This is an optimization exercise on Yosys and OpenROAD, whose aim is small area, a short achievable clock period and few clock cycles per item, not a production implementation.
No functional check of the RTL was part of any run shown here.
Power and IR drop assume default switching activity.

===== design/flow/design.v =====
module riscv_multicycle #(
  parameter int unsigned  N        = 32,
  parameter logic [N-1:0] RESET_PC = '0
) (
  input  logic                clk,
  input  logic                rst,
  output logic                mem_req,
  output logic                mem_we,
  output logic [N-1:0]        mem_addr,
  output logic [N-1:0]        mem_wdata,
  input  logic [N-1:0]        mem_rdata,
  input  logic                mem_ready,
  output logic                retire,
  output logic                trap,
  output logic [N-1:0]        pc_out
);
  localparam logic [6:0] OP_LOAD   = 7'b0000011;
  localparam logic [6:0] OP_STORE  = 7'b0100011;
  localparam logic [6:0] OP_R      = 7'b0110011;
  localparam logic [6:0] OP_IMM    = 7'b0010011;
  localparam logic [6:0] OP_BRANCH = 7'b1100011;
  localparam logic [6:0] OP_JAL    = 7'b1101111;
  logic [N-1:0] r_pc4;     
  logic [N-1:0] r_tgt;     
  logic [11:0]  r_dlo;     
  logic [N-13:0] r_dhi;    
  logic [N-13:0] r_dalt;   
  logic         r_bdh, r_bda, r_bdl, r_bt, r_bs;
  logic [N-1:0] r_p, r_g;  
  logic [11:0]  r_imm;     
  logic [4:0]   r_rd;
  logic         r_ld, r_jal, r_wb, r_sub, r_and, r_or, r_slt;
  logic         r_ag;      
  logic         r_dm;      
  logic         r_we;      
  logic         r_ret;     
  logic         r_ill;     
  logic [N-1:0] r_rf [1:31];
  logic [31:1]  r_v;       
  logic [31*N-1:0] w_rf;
  always_comb
    for (int k = 1; k < 32; k++) w_rf[(k-1)*N +: N] = r_rf[k];
  logic [N-1:0] w_res;
  rv_alu #(.N(N)) u_alu (
    .p(r_p), .g(r_g), .cin(r_sub), .op_and(r_and), .op_or(r_or), .op_slt(r_slt),
    .op_jal(r_jal), .pc4(r_pc4), .res(w_res)
  );
  logic [N-1:0] w_fa;      
  rv_bus #(.N(N)) u_bus (
    .sdh(r_bdh), .sda(r_bda), .sdl(r_bdl), .st(r_bt), .ss(r_bs),
    .dlo(r_dlo), .dhi(r_dhi), .dalt(r_dalt), .x(r_tgt), .y(r_pc4), .q(mem_addr)
  );
  assign w_fa = r_bt ? r_tgt : r_pc4;
  assign mem_req   = ~r_ill & ~r_ag;
  assign mem_we    = r_we;
  assign mem_wdata = r_g;
  assign retire    = r_ret;
  assign trap      = r_ill;
  assign pc_out    = r_pc4;
  logic w_facc, w_dacc;
  assign w_facc = mem_ready & ~r_dm & ~r_ill;
  assign w_dacc = mem_ready & r_dm & ~r_ag;
  logic [6:0] d_op, d_f7;
  logic [2:0] d_f3;
  logic [4:0] d_rd, d_rs1, d_rs2;
  logic       d_ld, d_st, d_r, d_i, d_br, d_jal, d_alu3, d_legal;
  logic [N-1:0] d_immi, d_imms, d_immb, d_immj;
  assign d_op  = mem_rdata[6:0];
  assign d_rd  = mem_rdata[11:7];
  assign d_f3  = mem_rdata[14:12];
  assign d_rs1 = mem_rdata[19:15];
  assign d_rs2 = mem_rdata[24:20];
  assign d_f7  = mem_rdata[31:25];
  assign d_alu3  = (d_f3 == 3'b000) || (d_f3 == 3'b111) || (d_f3 == 3'b110) || (d_f3 == 3'b010);
  assign d_ld    = (d_op == OP_LOAD)  && (d_f3 == 3'b010);
  assign d_st    = (d_op == OP_STORE) && (d_f3 == 3'b010);
  assign d_r     = (d_op == OP_R) && (((d_f7 == 7'b0000000) && d_alu3) ||
                                      ((d_f7 == 7'b0100000) && (d_f3 == 3'b000)));
  assign d_i     = (d_op == OP_IMM) && d_alu3;
  assign d_br    = (d_op == OP_BRANCH) && (d_f3 == 3'b000);
  assign d_jal   = (d_op == OP_JAL);
  assign d_legal = d_ld | d_st | d_r | d_i | d_br | d_jal;
  logic d_kmem;
  assign d_kmem = ~d_op[6] & ~d_op[4];    
  assign d_immi = {{(N-12){mem_rdata[31]}}, mem_rdata[31:20]};
  assign d_imms = {{(N-12){mem_rdata[31]}}, mem_rdata[31:25], mem_rdata[11:7]};
  assign d_immb = {{(N-13){mem_rdata[31]}}, mem_rdata[31], mem_rdata[7], mem_rdata[30:25],
                   mem_rdata[11:8], 1'b0};
  assign d_immj = {{(N-21){mem_rdata[31]}}, mem_rdata[31], mem_rdata[19:12], mem_rdata[20],
                   mem_rdata[30:21], 1'b0};
  logic         w_fwd1, w_fwd2, w_haz;
  logic [N-1:0] w_rfa, w_rfb, w_opa, w_opb;
  assign w_fwd1 = r_wb && (d_rs1 == r_rd);
  assign w_fwd2 = r_wb && (d_rs2 == r_rd);
  assign w_haz  = (d_ld | d_st) && w_fwd1;
  rv_rdport #(.N(N)) u_rda (
    .sel(d_rs1), .valid(r_v), .regs(w_rf), .ovr(r_ag), .alt(r_p), .q(w_rfa)
  );
  rv_rdport #(.N(N)) u_rdb (
    .sel(d_rs2), .valid(r_v), .regs(w_rf), .ovr(1'b0), .alt({N{1'b0}}), .q(w_rfb)
  );
  assign w_opa = w_fwd1 ? w_res : w_rfa;
  assign w_opb = w_fwd2 ? w_res : w_rfb;
  logic         d_sub;
  logic [N-1:0] w_bsel, w_bx;
  assign d_sub  = (d_r && d_f7[5] && (d_f3 == 3'b000)) || ((d_r || d_i) && (d_f3 == 3'b010));
  assign w_bsel = d_i ? d_immi : (d_kmem ? {N{1'b0}} : w_opb);
  assign w_bx   = d_sub ? ~w_bsel : w_bsel;
  logic [N-1:0] w_tgt;
  logic [11:0]  w_dlo;
  logic [N-13:0] w_dalt;
  logic         w_bdh, w_bda, w_take;
  logic [11:0]  w_offs;
  logic         w_eq;
  always_comb begin
    if (r_ag)          w_offs = r_imm;
    else if (d_op[5])  w_offs = d_imms[11:0];
    else               w_offs = d_immi[11:0];
  end
  assign w_tgt = w_fa + (d_op[2] ? d_immj : d_immb);
  rv_agen #(.N(N)) u_dad (.a(w_rfa), .off(w_offs), .en(r_ag | d_kmem), .lo(w_dlo), .alt(w_dalt),
                          .sh(w_bdh), .sa(w_bda));
  rv_eq   #(.N(N)) u_eq  (.a(w_opa), .b(w_opb), .eq(w_eq));
  assign w_take = (d_op[6] & d_op[2]) | (d_op[6] & ~d_op[2] & w_eq);
  logic         w_we;
  logic [N-1:0] w_wd;
  assign w_we = r_wb | (r_ld & w_dacc);
  assign w_wd = r_dm ? mem_rdata : w_res;
  always_ff @(posedge clk) begin
    for (int k = 1; k < 32; k++)
      if (w_we && r_rd == 5'(k)) r_rf[k] <= w_wd;
  end
  always_ff @(posedge clk or negedge rst) begin
    if (!rst) r_v <= '0;
    else
      for (int k = 1; k < 32; k++)
        if (w_we && r_rd == 5'(k)) r_v[k] <= 1'b1;
  end
  always_ff @(posedge clk) begin
    if (w_facc) begin
      r_p   <= w_opa ^ w_bx;
      r_g   <= d_kmem ? w_opb : (w_opa & w_bx);
      r_imm <= w_offs;
      r_rd  <= d_rd;
      r_tgt <= w_tgt;
    end
    if (w_facc | r_ag) begin
      r_dlo  <= w_dlo;
      r_dhi  <= w_rfa[N-1:12];
      r_dalt <= w_dalt;
    end
  end
  always_ff @(posedge clk or negedge rst) begin
    if (!rst) begin
      r_pc4  <= RESET_PC;
      r_bdh  <= 1'b0;
      r_bda  <= 1'b0;
      r_bdl  <= 1'b0;
      r_bt   <= 1'b0;
      r_bs   <= 1'b1;
      r_ld   <= 1'b0;
      r_jal  <= 1'b0;
      r_wb   <= 1'b0;
      r_sub  <= 1'b0;
      r_and  <= 1'b0;
      r_or   <= 1'b0;
      r_slt  <= 1'b0;
      r_ag   <= 1'b0;
      r_dm   <= 1'b0;
      r_we   <= 1'b0;
      r_ret  <= 1'b0;
      r_ill  <= 1'b0;
    end else begin
      r_ret <= 1'b0;
      if (w_facc) begin
        r_pc4  <= w_fa + N'(4);
        r_bt   <= w_take;
        r_bs   <= ~(d_kmem | w_take);
        r_bdh  <= w_bdh;
        r_bda  <= w_bda;
        r_bdl  <= d_kmem;
        r_ld   <= d_ld;
        r_jal  <= d_jal;
        r_wb   <= (d_r | d_i | d_jal) && (d_rd != 5'd0);
        r_sub  <= d_sub;
        r_and  <= (d_f3 == 3'b111);
        r_or   <= (d_f3 == 3'b110);
        r_slt  <= (d_f3 == 3'b010);
        r_ag   <= w_haz;
        r_dm   <= d_ld | d_st;
        r_we   <= d_st;
        r_ret  <= d_r | d_i | d_br | d_jal;
        r_ill  <= !d_legal;
      end else if (r_ag) begin
        r_ag   <= 1'b0;
        r_bdh  <= w_bdh;
        r_bda  <= w_bda;
      end else if (w_dacc) begin
        r_bdh  <= 1'b0;
        r_bda  <= 1'b0;
        r_bdl  <= 1'b0;
        r_bs   <= 1'b1;
        r_dm   <= 1'b0;
        r_we   <= 1'b0;
        r_ret  <= 1'b1;
      end
    end
  end
endmodule
module rv_alu #(
  parameter int unsigned N = 32
) (
  input  logic [N-1:0] p,
  input  logic [N-1:0] g,
  input  logic         cin,
  input  logic         op_and,
  input  logic         op_or,
  input  logic         op_slt,
  input  logic         op_jal,
  input  logic [N-1:0] pc4,
  output logic [N-1:0] res
);
  logic [N-1:0] gg, pp, sum;
  logic         lt;
  always_comb begin
    gg = g;
    pp = p;
    gg[0] = g[0] | (p[0] & cin);
    for (int d = 1; d < N; d = d * 2)
      for (int i = N - 1; i >= d; i = i - 1) begin
        gg[i] = gg[i] | (pp[i] & gg[i-d]);
        pp[i] = pp[i] & pp[i-d];
      end
    sum = p ^ {gg[N-2:0], cin};
    lt  = p[N-1] ? sum[N-1] : g[N-1];
    if (op_jal)      res = pc4;
    else if (op_and) res = g;
    else if (op_or)  res = p | g;
    else if (op_slt) res = {{(N-1){1'b0}}, lt};
    else             res = sum;
  end
endmodule
module rv_rdport #(
  parameter int unsigned N = 32
) (
  input  logic [4:0]      sel,
  input  logic [31:1]     valid,
  input  logic [31*N-1:0] regs,
  input  logic            ovr,
  input  logic [N-1:0]    alt,
  output logic [N-1:0]    q
);
  logic [31:0]     oh;
  logic [32*N-1:0] d;
  logic [4*N-1:0]  gq;
  always_comb begin
    oh[0] = ovr;
    for (int k = 1; k < 32; k++) oh[k] = (sel == 5'(k)) && valid[k] && !ovr;
  end
  assign d = {regs, alt};
  for (genvar g = 0; g < 4; g++) begin : grp
    rv_ao8n #(.N(N)) u_ao (.s(oh[8*g +: 8]), .d(d[8*g*N +: 8*N]), .qn(gq[g*N +: N]));
  end
  assign q = ~(gq[0 +: N] & gq[N +: N] & gq[2*N +: N] & gq[3*N +: N]);
endmodule
module rv_ao8n #(
  parameter int unsigned N = 32
) (
  input  logic [7:0]     s,
  input  logic [8*N-1:0] d,
  output logic [N-1:0]   qn
);
  logic [N-1:0] q;
  always_comb begin
    q = '0;
    for (int j = 0; j < 8; j++) q = q | ({N{s[j]}} & d[j*N +: N]);
  end
  assign qn = ~q;
endmodule
module rv_eq #(
  parameter int unsigned N = 32
) (
  input  logic [N-1:0] a,
  input  logic [N-1:0] b,
  output logic         eq
);
  assign eq = (a == b);
endmodule
module rv_bus #(
  parameter int unsigned N = 32
) (
  input  logic          sdh,
  input  logic          sda,
  input  logic          sdl,
  input  logic          st,
  input  logic          ss,
  input  logic [11:0]   dlo,
  input  logic [N-13:0] dhi,
  input  logic [N-13:0] dalt,
  input  logic [N-1:0]  x,
  input  logic [N-1:0]  y,
  output logic [N-1:0]  q
);
  assign q[11:0]   = ({12{sdl}} & dlo) | ({12{st}} & x[11:0]) | ({12{ss}} & y[11:0]);
  assign q[N-1:12] = ({(N-12){sdh}} & dhi) | ({(N-12){sda}} & dalt) |
                     ({(N-12){st}} & x[N-1:12]) | ({(N-12){ss}} & y[N-1:12]);
endmodule
module rv_agen #(
  parameter int unsigned N = 32
) (
  input  logic [N-1:0]  a,
  input  logic [11:0]   off,
  input  logic          en,
  output logic [11:0]   lo,
  output logic [N-13:0] alt,
  output logic          sh,
  output logic          sa
);
  localparam int unsigned H = N - 12;
  logic         co;
  logic [H-1:0] h, k, z;
  rv_addpg #(.N(12)) u_lo (.p(a[11:0] ^ off), .k({a[11:1], a[0] & off[0]}), .s(lo), .co(co));
  assign sa  = en & (co ^ off[11]);
  assign sh  = en & ~(co ^ off[11]);
  always_comb begin
    h = a[N-1:12];
    k = h ^ {H{off[11]}};
    z = k;
    for (int d = 1; d < H; d = d * 2)
      for (int i = H - 1; i >= d; i = i - 1)
        z[i] = z[i] & z[i-d];
    alt = h ^ {z[H-2:0], 1'b1};
  end
endmodule
module rv_addpg #(
  parameter int unsigned N = 32
) (
  input  logic [N-1:0] p,
  input  logic [N-1:0] k,
  output logic [N-1:0] s,
  output logic         co
);
  logic [N-1:0] c, t;
  always_comb begin
    c = k;
    t = p;
    for (int d = 1; d < N; d = d * 2)
      for (int i = N - 1; i >= d; i = i - 1) begin
        c[i] = t[i] ? c[i-d] : c[i];
        t[i] = t[i] & t[i-d];
      end
    s  = p ^ {c[N-2:0], 1'b0};
    co = c[N-1];
  end
endmodule

===== design/flow/run.sh =====
#!/bin/bash
# synth_recipe.tcl (not shown) runs the flow's synth.tcl, then flattens the netlist and writes it again
# the make line also repeats each setting of config.mk as NAME=value (left out here)
make -C /OpenROAD-flow-scripts/flow DESIGN_CONFIG=/design/flow/config.mk WORK_HOME=/design/flow/orfs CLKGATE_MAP_FILE= SYNTH_SCRIPT=/design/flow/synth_recipe.tcl finish

===== design/flow/config.mk =====
export PLATFORM = sky130hd
export DESIGN_NAME = riscv_multicycle
export DESIGN_NICKNAME = riscv_multicycle
export VERILOG_FILES = /design/flow/design.v
export SDC_FILE = /design/flow/constraint.sdc
export NUM_CORES = 4
export LEC_CHECK = 0
export CAP_MARGIN = 20
export CELL_PAD_IN_SITES_DETAIL_PLACEMENT = 1
export CORE_MARGIN = 2
export CORE_UTILIZATION = 30
export PLACE_DENSITY = 0.4
export SETUP_SLACK_MARGIN = 4.8
export SLEW_MARGIN = 20
export SYNTH_HIERARCHICAL = 1
export TNS_END_PERCENT = 10

===== design/flow/constraint.sdc =====
create_clock -name core_clock -period 9.0 [get_ports {clk}]
set_input_delay 1.8000 -clock core_clock [delete_from_list [all_inputs] [get_ports {clk}]]
set_output_delay 1.8000 -clock core_clock [all_outputs]
set_load 0.01 [all_outputs]

==> results of run 1 <==
worst register-to-register path: stages, from the launching register on:
cell and delay (ns):
edfxtp_1 0.41, ha_2 0.22, buf_4 0.11, o211ai_2 0.10, a21boi_2 0.25, nand4_4 0.31
a21oi_2 0.54, a21bo_2 0.27, mux2i_1 0.08, o21ai_0 0.17, nand2_1 0.07, a21oi_1 0.40
mux2_2 0.27, xor2_1 0.09, nor4_4 0.41, nand4_1 0.23, nor2_2 0.21, nor2_2 0.07
a211oi_2 0.19, a21oi_1 0.06
worst min path at each step:
stage | start | slack (ns) | cells after the start | endpoint
6_report | r_v[23] | 0.53 | 1 | r_v[23]
5_1_grt | r_v[3] | 0.54 | 1 | r_v[3]
4_1_cts | r_v[8] | 0.51 | 1 | r_v[8]
3_5_place_dp | r_v[8] | 0.48 | 1 | r_v[8]
3_3_place_gp | r_ld | 0.47 | 2 | r_ld
2_1_floorplan | r_slt | 0.44 | 2 | r_slt
flip-flops by register name, indices dropped and copies added, names as in the netlist, 5 cells and up:
register and flops:
r_rf 992, r_dhi 20, r_p 32, r_dlo 12, r_rd 5, r_g 32
r_tgt 32, r_dalt 20, r_v 31, r_pc4 32, r_imm 12
per-layer routing:
metal | routed length [um] | vias up | GRT usage | share of wire
met5 | 35 | - | 0 | 0.00011
li1 | - | 20080 | - | -
met4 | 17950 | 6 | 0.1436 | 0.059
met1 | 123000 | 25830 | 0.3627 | 0.40
met3 | 21670 | 694 | 0.05078 | 0.071
met2 | 143100 | 2447 | 0.4705 | 0.47
report_power, final:
| group | switching [mW] | internal (mW) | leakage, nW |
|---|---|---|---|
| sequential | 0.281 | 6.89 | 11.5 |
| clock | 2.55 | 3.46 | 2.33 |
| combinational | 2.22 | 1.15 | 10.9 |
| total | 5.05 | 11.5 | 24.7 |
timing repair:
item | 4_1_cts | 5_1_grt
setup endpoints to repair | 727 | 498
pin swaps | 152 | 67
gates resized for setup | 475 | 117
buffers inserted | 262 | 73
cloned | 33 | 5
placed cells by master, fill, tap and decap left out, types with 62 or more instances in the layout:
cell type,synthesis,layout
buf_12,0,74
ha_1,66,62
o21ai_0,91,75
nand2_1,301,294
nor2_1,131,90
xnor2_1,103,101
clkdlybuf4s50_1,0,107
a22oi_1,1083,1052
dfrtp_1,79,75
clkbuf_16,0,155
and3_4,0,78
nand4_1,95,95
a21oi_1,129,115
inv_1,66,64
buf_4,19,409
and4_1,262,182
edfxtp_1,1157,1157
mux2_2,116,96
layout make-up:
type	count	area share
Antenna cell	2	0.00006581
Clock buffer	176	0.05159
Clock inverter	87	0.01058
Inverter	66	0.003323
Multi-Input combinational cell	3080	0.3194
Sequential cell	1237	0.4833
Tap cell	2672	0.04396
Timing Repair Buffer	667	0.08770
through the flow:
| stage | util | setup WS, ns |
|---|---|---|
| 2_1_floorplan | - | 4.499 |
| 3_3_place_gp | 0.3253 | 1.360 |
| 4_1_cts | 0.3704 | 4.508 |
| 5_1_grt | 0.3763 | 4.258 |
| 6_report | 0.3763 | 4.332 |
| 3_5_place_dp | 0.3254 | 1.414 |
cell families (layout without fill, tap and decap cells):
| kind of cell | count (synthesis) | in the layout | share of synthesized area |
|---|---|---|---|
| adder cells (fa/ha/maj) | 67 | 67 | 0.01387 |
| AO/OA/AOI/OAI | 1512 | 1512 | 0.1800 |
| flip-flops | 1237 | 1237 | 0.6025 |
| XOR/XNOR | 182 | 182 | 0.02614 |
| AND/OR/NAND/NOR | 1084 | 1116 | 0.1104 |
| multiplexers | 165 | 165 | 0.03116 |
| other | 1 | 40 | 0.00006149 |
| buffers and inverters | 392 | 996 | 0.03590 |
==> flow_summary.html, run 1 <==
<table>
<tr><th>Metric</th><th>Value</th></tr>
<tr><th colspan="2">Run</th></tr>
<tr><td>Max cap viols</td><td>0</td></tr>
<tr><th colspan="2">Critical path</th></tr>
<tr><td>Delay-heaviest family, CP</td><td>simple AND/OR/NAND/NOR gates</td></tr>
<tr><td>Worst Path Arrival</td><td>roughly 5.4 ns</td></tr>
<tr><td>Flop-to-flop setup slack</td><td>roughly 4.4 ns</td></tr>
<tr><td>Worst-case reg-to-reg path depth</td><td>19</td></tr>
<tr><td>Largest fanout of any net on the critical path</td><td>11</td></tr>
<tr><td>R2R Path End</td><td>r_bs</td></tr>
<tr><td>Required arrival time at the worst endpoint</td><td>between 9 and 10 ns</td></tr>
<tr><td>Cell depth of the worst setup path</td><td>15</td></tr>
<tr><td>Launch point of the worst reg-to-reg path</td><td>r_p[0]</td></tr>
<tr><td>Startpoint of the most critical setup path</td><td>mem_rdata[21]</td></tr>
<tr><td>Longest individual stage delay on the worst path</td><td>about 0.43 ns</td></tr>
<tr><td>CP Capture Type</td><td>flop</td></tr>
<tr><td>Slowest cell on crit path</td><td>mux2_4</td></tr>
<tr><td>Capturing element of the worst setup path</td><td>r_bs</td></tr>
<tr><td>Cell Chain, Critical Path</td><td>buf_4, and2_4, and3_2, buf_12, a22oi_1, and4_1, nand4_1, mux2_4, xor2_1, nor4_2, nand4_1, nor2_2, nor2_2, a211oi_2, a21oi_1</td></tr>
<tr><td>Sort of element at the start of the critical path</td><td>primary input</td></tr>
<tr><td>Bufs and invs on worst path</td><td>2</td></tr>
<tr><td>Category of the critical setup timing path</td><td>primary input to flop</td></tr>
<tr><th colspan="2">Finish</th></tr>
<tr><td>Fraction of layout instances using a drive strength above 1</td><td>0.2518</td></tr>
<tr><td>Number of nets in the layout</td><td>5300</td></tr>
<tr><td>Syn-to-layout area delta</td><td>24.71%</td></tr>
<tr><td>Area occupied by multi-input gates</td><td>24290 sq um</td></tr>
<tr><td>Number of fill cells in the layout</td><td>21.01k</td></tr>
<tr><td>Area taken by flip-flops and latches</td><td>between 30000 and 40000 sq um</td></tr>
<tr><td>Design area</td><td>around 76000 sq um</td></tr>
<tr><td>Non-filler cells in the finished layout</td><td>approximately 8.0k</td></tr>
<tr><th colspan="2">Synth</th></tr>
<tr><td>Fraction of synthesis flops using an asynchronous set or reset pin</td><td>0.06467</td></tr>
<tr><td>Register area share after synthesis</td><td>0.6025</td></tr>
<tr><td>Count of synthesis-stage warnings from yosys</td><td>13</td></tr>
<tr><td>Gate count after technology mapping</td><td>between 4k and 5k</td></tr>
<tr><td>Number of synthesized register bits</td><td>~1.2k</td></tr>
<tr><td>Post-synth EDFFs</td><td>1157</td></tr>
<tr><td>Yosys top cell by area</td><td>edfxtp_1</td></tr>
<tr><td>Total standard cell area after synthesis</td><td>60990 sq um</td></tr>
<tr><td>Area share of the leading cell type in the synthesized netlist</td><td>0.5697</td></tr>
<tr><td>Dominant synthesized flop cell</td><td>edfxtp_1</td></tr>
<tr><td>Post-synth top cells</td><td>edfxtp_1, a22oi_1, nand2_1</td></tr>
<tr><td>Average cell area after synthesis</td><td>about 13 sq um</td></tr>
<tr><td>Top post-synthesis cells by area</td><td>edfxtp_1, a22oi_1, and4_1, dfrtp_1, mux2_2</td></tr>
<tr><td>Most common cell in the netlist</td><td>edfxtp_1</td></tr>
<tr><td>Number of library cell types mapped by synthesis</td><td>about 120</td></tr>
<tr><th colspan="2">Timing</th></tr>
<tr><td>Number of failing setup endpoints in the final timing report</td><td>0</td></tr>
<tr><td>Number of hold-slack violations in the final timing report</td><td>0</td></tr>
<tr><td>Worst-margin pin slew</td><td>1.124 ns</td></tr>
<tr><td>Hold Worst Slack</td><td>approximately 0.53 ns</td></tr>
<tr><td>Final critical-path required period</td><td>approximately 4.7 ns</td></tr>
<tr><td>Final setup skew</td><td>around 0.033 ns</td></tr>
<tr><td>Max Fclk</td><td>about 0.21 GHz</td></tr>
<tr><td>Max-slew violations</td><td>0</td></tr>
<tr><td>Unrepaired setup endpoints after global routing</td><td>true</td></tr>
<tr><td>Sum of negative setup slack</td><td>0 ns</td></tr>
<tr><td>Headroom to the max-slew limit</td><td>0.2507</td></tr>
<tr><td>Final period util</td><td>0.5186</td></tr>
<tr><th colspan="2">Pwr</th></tr>
<tr><td>Lkg Pwr</td><td>roughly 25 nW</td></tr>
<tr><td>Overall power</td><td>approximately 17 mW</td></tr>
<tr><td>Cell area power density</td><td>217.6 nW/um^2</td></tr>
<tr><td>Maximum ir drop on the vdd rail</td><td>around 0.00016 V</td></tr>
<tr><th colspan="2">Die</th></tr>
<tr><td>Core region area</td><td>roughly 200000 sq um</td></tr>
<tr><td>Total die area</td><td>about 210000 sq um</td></tr>
<tr><td># IOs</td><td>135</td></tr>
<tr><td>DIE HEIGHT</td><td>~450 um</td></tr>
<tr><td>Width of the die</td><td>~450 um</td></tr>
<tr><td>Starting Density</td><td>0.3017</td></tr>
<tr><td>Row cnt</td><td>approximately 170</td></tr>
<tr><th colspan="2">Place</th></tr>
<tr><td>Placed wire-length estimate after detailed placement</td><td>196300 um</td></tr>
<tr><td>Number of placed instances with taps included</td><td>roughly 7.3k</td></tr>
<tr><td>Post-Place Cell Area</td><td>around 66000 sq um</td></tr>
<tr><td>Number of buffers added on ports</td><td>about 130</td></tr>
<tr><td>Weighted congestion at the end of routability-driven global placement</td><td>just under 1</td></tr>
<tr><th colspan="2">Route</th></tr>
<tr><td>Total iterations of the first detailed-routing run</td><td>7</td></tr>
<tr><td>Vias after detailed routing</td><td>about 49k</td></tr>
<tr><td>Drt initial violations</td><td>roughly 6.2k</td></tr>
<tr><td>Post-detailed-route via-to-cell ratio</td><td>roughly 6.1</td></tr>
<tr><td>Antenna Violating Nets Remaining</td><td>0</td></tr>
<tr><td>Remaining routing DRC violations</td><td>0</td></tr>
<tr><td>Aggregate routed wire length</td><td>around 310000 um</td></tr>
<tr><td>Wirelength per Cell</td><td>38.28 um</td></tr>
<tr><th colspan="2">GRT</th></tr>
<tr><td>Antenna violations before repair</td><td>14</td></tr>
<tr><td>Wire length of the first global-routing pass</td><td>between 400000 and 500000 um</td></tr>
<tr><td>Vias in the first global route</td><td>about 49k</td></tr>
<tr><td>Global-route total usage across every layer</td><td>0.2866</td></tr>
<tr><td>Maximum number of pins on one net before global-route repair</td><td>just under 50</td></tr>
<tr><td>Total global routing overflow</td><td>0</td></tr>
<tr><th colspan="2">Status</th></tr>
<tr><td>Outcome</td><td>complete, no violations</td></tr>
<tr><th colspan="2">Clock network</th></tr>
<tr><td>Clk Tree Root Cell</td><td>clkbuf_16</td></tr>
<tr><td>CTS tree</td><td>done</td></tr>
<tr><td>Buffers from clock root to sink, at most</td><td>3</td></tr>
<tr><td>Number of CTS-inserted buffers</td><td>about 150</td></tr>
<tr><td>Clock sink count</td><td>around 1.2k</td></tr>
<tr><td>Number of levels in the clock H-tree</td><td>4</td></tr>
<tr><td>Hold Buf Count CTS</td><td>0</td></tr>
<tr><td>Clock slew at reported path FFs</td><td>about 0.060 ns</td></tr>
<tr><td>Clock network latency to the later pin of the worst-skew pair</td><td>~0.82 ns</td></tr>
<tr><th colspan="2">Worst hold path</th></tr>
<tr><td>Worst hold path type</td><td>flop to flop</td></tr>
</table>
==> run 2, diff against run 1 <==
--- a/design/flow/config.mk
+++ b/design/flow/config.mk
@@ -12,3 +12,3 @@
 export PLACE_DENSITY = 0.4
-export SETUP_SLACK_MARGIN = 4.8
+export SETUP_SLACK_MARGIN = 4.65
 export SLEW_MARGIN = 20
==> run 2 against run 1 <==
Synthesized cell count is the same. Core utilization shrank 0.48 points. Die area is the same. Clock power is essentially flat. Fmax shrank 1.5%. First-iteration DRC count shrank 0.35%. Setup slack lost 0.071 ns. Critical path depth is the same. Critical path type unchanged. Largest power group unchanged.
==> flow_summary.html, run 2 <==
<table>
<tr><th>Metric</th><th>Value</th></tr>
<tr><th colspan="2">Clock network</th></tr>
<tr><td>Number of levels in the clock H-tree</td><td>4</td></tr>
<tr><td>Number of CTS-inserted buffers</td><td>146</td></tr>
<tr><td>Hold Buf Count CTS</td><td>0</td></tr>
<tr><td>Clock network latency to the later pin of the worst-skew pair</td><td>between 0.8 and 0.9 ns</td></tr>
<tr><td>Buffers from clock root to sink, at most</td><td>3</td></tr>
<tr><td>CTS tree</td><td>done</td></tr>
<tr><td>Clk Tree Root Cell</td><td>clkbuf_16</td></tr>
<tr><td>Clock sink count</td><td>1237</td></tr>
<tr><td>Clock slew at reported path FFs</td><td>roughly 0.06 ns</td></tr>
<tr><th colspan="2">Timing</th></tr>
<tr><td>Sum of negative setup slack</td><td>0 ns</td></tr>
<tr><td>Number of failing setup endpoints in the final timing report</td><td>0</td></tr>
<tr><td>Number of hold-slack violations in the final timing report</td><td>0</td></tr>
<tr><td>Final critical-path required period</td><td>around 4.7 ns</td></tr>
<tr><td>Unrepaired setup endpoints after global routing</td><td>true</td></tr>
<tr><td>Final period util</td><td>0.5266</td></tr>
<tr><td>Headroom to the max-slew limit</td><td>0.2361</td></tr>
<tr><td>Worst-margin pin slew</td><td>about 1.1 ns</td></tr>
<tr><td>Final setup skew</td><td>between 0.03 and 0.04 ns</td></tr>
<tr><td>Max Fclk</td><td>0.2110 GHz</td></tr>
<tr><td>Max-slew violations</td><td>0</td></tr>
<tr><th colspan="2">Route</th></tr>
<tr><td>Wirelength per Cell</td><td>38.19 um</td></tr>
<tr><td>Post-detailed-route via-to-cell ratio</td><td>6.157</td></tr>
<tr><td>Remaining routing DRC violations</td><td>0</td></tr>
<tr><td>Aggregate routed wire length</td><td>approximately 300000 um</td></tr>
<tr><td>Vias after detailed routing</td><td>48.83k</td></tr>
<tr><td>Antenna Violating Nets Remaining</td><td>0</td></tr>
<tr><td>Drt initial violations</td><td>6205</td></tr>
<tr><td>Total iterations of the first detailed-routing run</td><td>7</td></tr>
<tr><th colspan="2">Synth</th></tr>
<tr><td>Count of synthesis-stage warnings from yosys</td><td>13</td></tr>
<tr><td>Most common cell in the netlist</td><td>edfxtp_1</td></tr>
<tr><td>Area share of the leading cell type in the synthesized netlist</td><td>0.5697</td></tr>
<tr><td>Top post-synthesis cells by area</td><td>edfxtp_1, a22oi_1, and4_1, dfrtp_1, mux2_2</td></tr>
<tr><td>Post-synth top cells</td><td>edfxtp_1, a22oi_1, nand2_1</td></tr>
<tr><td>Average cell area after synthesis</td><td>roughly 13 sq um</td></tr>
<tr><td>Post-synth EDFFs</td><td>about 1.2k</td></tr>
<tr><td>Register area share after synthesis</td><td>0.6025</td></tr>
<tr><td>Number of synthesized register bits</td><td>1237</td></tr>
<tr><td>Yosys top cell by area</td><td>edfxtp_1</td></tr>
<tr><td>Number of library cell types mapped by synthesis</td><td>118</td></tr>
<tr><td>Fraction of synthesis flops using an asynchronous set or reset pin</td><td>0.06467</td></tr>
<tr><td>Dominant synthesized flop cell</td><td>edfxtp_1</td></tr>
<tr><td>Gate count after technology mapping</td><td>4640</td></tr>
<tr><td>Total standard cell area after synthesis</td><td>between 60000 and 70000 sq um</td></tr>
<tr><th colspan="2">GRT</th></tr>
<tr><td>Total global routing overflow</td><td>0</td></tr>
<tr><td>Maximum number of pins on one net before global-route repair</td><td>a little under 50</td></tr>
<tr><td>Vias in the first global route</td><td>a little under 50k</td></tr>
<tr><td>Global-route total usage across every layer</td><td>0.2848</td></tr>
<tr><td>Wire length of the first global-routing pass</td><td>409800 um</td></tr>
<tr><td>Antenna violations before repair</td><td>15</td></tr>
<tr><th colspan="2">Critical path</th></tr>
<tr><td>Sort of element at the start of the critical path</td><td>primary input</td></tr>
<tr><td>Startpoint of the most critical setup path</td><td>mem_rdata[22]</td></tr>
<tr><td>Launch point of the worst reg-to-reg path</td><td>r_p[0]</td></tr>
<tr><td>Worst-case reg-to-reg path depth</td><td>21</td></tr>
<tr><td>CP Capture Type</td><td>flop</td></tr>
<tr><td>Worst Path Arrival</td><td>roughly 5.5 ns</td></tr>
<tr><td>Largest fanout of any net on the critical path</td><td>17</td></tr>
<tr><td>Flop-to-flop setup slack</td><td>roughly 4.4 ns</td></tr>
<tr><td>Capturing element of the worst setup path</td><td>r_bs</td></tr>
<tr><td>R2R Path End</td><td>r_bs</td></tr>
<tr><td>Required arrival time at the worst endpoint</td><td>about 10 ns</td></tr>
<tr><td>Category of the critical setup timing path</td><td>primary input to flop</td></tr>
<tr><th colspan="2">Finish</th></tr>
<tr><td>Fraction of layout instances using a drive strength above 1</td><td>0.2344</td></tr>
<tr><td>Largest register by flop count</td><td>r_rf</td></tr>
<tr><td>Most frequent cells in the layout</td><td>edfxtp_1, a22oi_1, buf_4</td></tr>
<tr><td>Number of nets in the layout</td><td>~5.2k</td></tr>
<tr><td>Most frequent standard cell in the layout excluding fill and tap cells</td><td>edfxtp_1</td></tr>
<tr><td>Flip-flop count of the largest register after layout</td><td>around 990</td></tr>
<tr><td>Core occupancy in the finished layout</td><td>0.3715</td></tr>
<tr><td>Syn-to-layout area delta</td><td>23.12%</td></tr>
<tr><th colspan="2">Die</th></tr>
<tr><td># IOs</td><td>135</td></tr>
<tr><td>DIE HEIGHT</td><td>approximately 450 um</td></tr>
<tr><td>Total die area</td><td>between 200000 and 250000 sq um</td></tr>
<tr><td>Core region area</td><td>between 200000 and 250000 sq um</td></tr>
<tr><td>Starting Density</td><td>0.3017</td></tr>
<tr><td>Row cnt</td><td>approximately 170</td></tr>
<tr><td>Width of the die</td><td>~450 um</td></tr>
<tr><th colspan="2">Status</th></tr>
<tr><td>Outcome</td><td>complete, no violations</td></tr>
<tr><th colspan="2">Place</th></tr>
<tr><td>Placed wire-length estimate after detailed placement</td><td>between 150000 and 200000 um</td></tr>
<tr><td>Number of buffers added on ports</td><td>134</td></tr>
<tr><td>Weighted congestion at the end of routability-driven global placement</td><td>0.9793</td></tr>
<tr><th colspan="2">Pwr</th></tr>
<tr><td>Cell area power density</td><td>219.4 nW/um^2</td></tr>
<tr><td>Lkg Pwr</td><td>24.13 nW</td></tr>
<tr><td>Maximum ir drop on the vdd rail</td><td>0.0001588 V</td></tr>
<tr><th colspan="2">Worst hold path</th></tr>
<tr><td>Worst hold path type</td><td>flop to flop</td></tr>
<tr><th colspan="2">Run</th></tr>
<tr><td>Max cap viols</td><td>0</td></tr>
</table>
-- run 2: changes by cell type in the layout (fill, tap and decap cells not counted), sizes merged --
cell           delta
diode             +4
dlymetal6s2s     -11
dlygate4sd2       +1
and3              -2
clkdlybuf4s15     -2
clkdlybuf4s50    +13
buf              -59
clkbuf            -1
-- run 2: critical path, stage by stage --
cell and delay (ns):
buf_6 0.18, and4bb_2 0.31, and3_4 0.30, buf_6 0.22, a22oi_1 0.23, and4_2 0.35, nand4_1 0.38, mux2_4 0.44
xor2_1 0.18, nor4_2 0.31, nand4_1 0.19, nor2_2 0.21, nor2_2 0.07, a211oi_2 0.19, a21oi_1 0.06
-- run 2: how the worst min path moves through the flow --
stage | start | depth (start not counted) | slack (ns) | endpoint
6_report | r_ld | 2 | 0.52 | r_ld
3_5_place_dp | r_v[8] | 1 | 0.48 | r_v[8]
2_1_floorplan | r_slt | 2 | 0.44 | r_slt
5_1_grt | r_v[18] | 1 | 0.52 | r_v[18]
3_3_place_gp | r_ld | 2 | 0.47 | r_ld
4_1_cts | r_v[8] | 1 | 0.51 | r_v[8]
-- run 2: kinds of logic (layout without fill, tap and decap cells) --
| group | Yosys count | count (layout) | share of synthesized area |
|---|---|---|---|
| simple gates | 1084 | 1114 | 0.1104 |
| fa+ha+maj | 67 | 67 | 0.01387 |
| xor+xnor | 182 | 182 | 0.02614 |
| flops | 1237 | 1237 | 0.6025 |
| buf+inv | 392 | 937 | 0.03590 |
| other cells | 1 | 44 | 0.00006149 |
| mux | 165 | 165 | 0.03116 |
| compound gates | 1512 | 1512 | 0.1800 |
-- run 2: cell type report --
type | count | area (sq um)
Inverter | 66 | 252.7
Clock inverter | 87 | 804.5
Tap cell | 2672 | 3343
Multi-Input combinational cell | 3078 | 24030
Sequential cell | 1237 | 36760
Timing Repair Buffer | 608 | 5954
Clock buffer | 176 | 3924
Fill cell | 21060 | 127000
Antenna cell | 6 | 15.01
-- run 2: where the power goes --
part	total (mW)	leakage [nW]	internal (mW)	switching [mW]
logic	3.29	10.3	1.11	2.18
registers	7.17	11.5	6.89	0.280
clock network	6.01	2.33	3.46	2.55
total	16.5	24.1	11.5	5.01
-- run 2: timing repair --
| action | 4_1_cts | 5_1_grt |
|---|---|---|
| resized for setup | 389 | 86 |
| setup buffers | 224 | 55 |
| cloned | 30 | 3 |
| pin swaps | 131 | 43 |
| endpoints found under the setup margin | 578 | 238 |
-- run 2: stage by stage --
stage | power [mW] | cells | area, sq um | hold slack [ns] | setup slack [ns]
2_1_floorplan | 8.816 | 4677 | 61300 | 0.4368 | 4.499
3_3_place_gp | 10.28 | 7347 | 65760 | 0.4683 | 1.360
3_5_place_dp | 10.32 | 7349 | 65780 | 0.4755 | 1.414
4_1_cts | 16.49 | 7866 | 74240 | 0.5135 | 4.508
5_1_grt | 16.98 | 7924 | 75070 | 0.5246 | 4.253
6_report | 16.47 | 7930 | 75080 | 0.5200 | 4.261
-- run 2: layer usage --
metal | track usage | wire [um] | up-vias
met1 | 0.3629 | 123100 | 25790
met4 | 0.1399 | 16670 | 6
met5 | 0 | 38 | -
met3 | 0.04934 | 21040 | 677
li1 | - | - | 19950
met2 | 0.4669 | 142000 | 2405

==> separate check: timing with driven ports <==
The results above use ideal ports. As a check the final layouts listed here were re-extracted and re-timed, cells and wires unchanged. Step 1: set_driving_cell puts a clkbuf_16 on clk and a buf_2 on each other input, an assumption about the parent block. Step 2 also shifts input and output timing later by t, the mid clock arrival at the registers, as if the neighbouring blocks saw the same clock. a / b / c = no drivers / after step 1 / after step 2; a / b = the first two.
run	t (ns)	setup WS [ns]	worst setup path after step 2	clock arrival spread, ns	worst register clock-pin slew, ns
run 1	0.905	4.332 / 4.389 / 3.484	input to register	0.036 / 0.036	0.07 / 0.07
run 2	0.909	4.261 / 4.319 / 3.410	input to register	0.035 / 0.036	0.07 / 0.07
After both steps setup and hold are still met in every run listed. The setup slack of run 2, which loses most, moves by +0.058 ns with the drivers and by -0.851 ns with both steps.
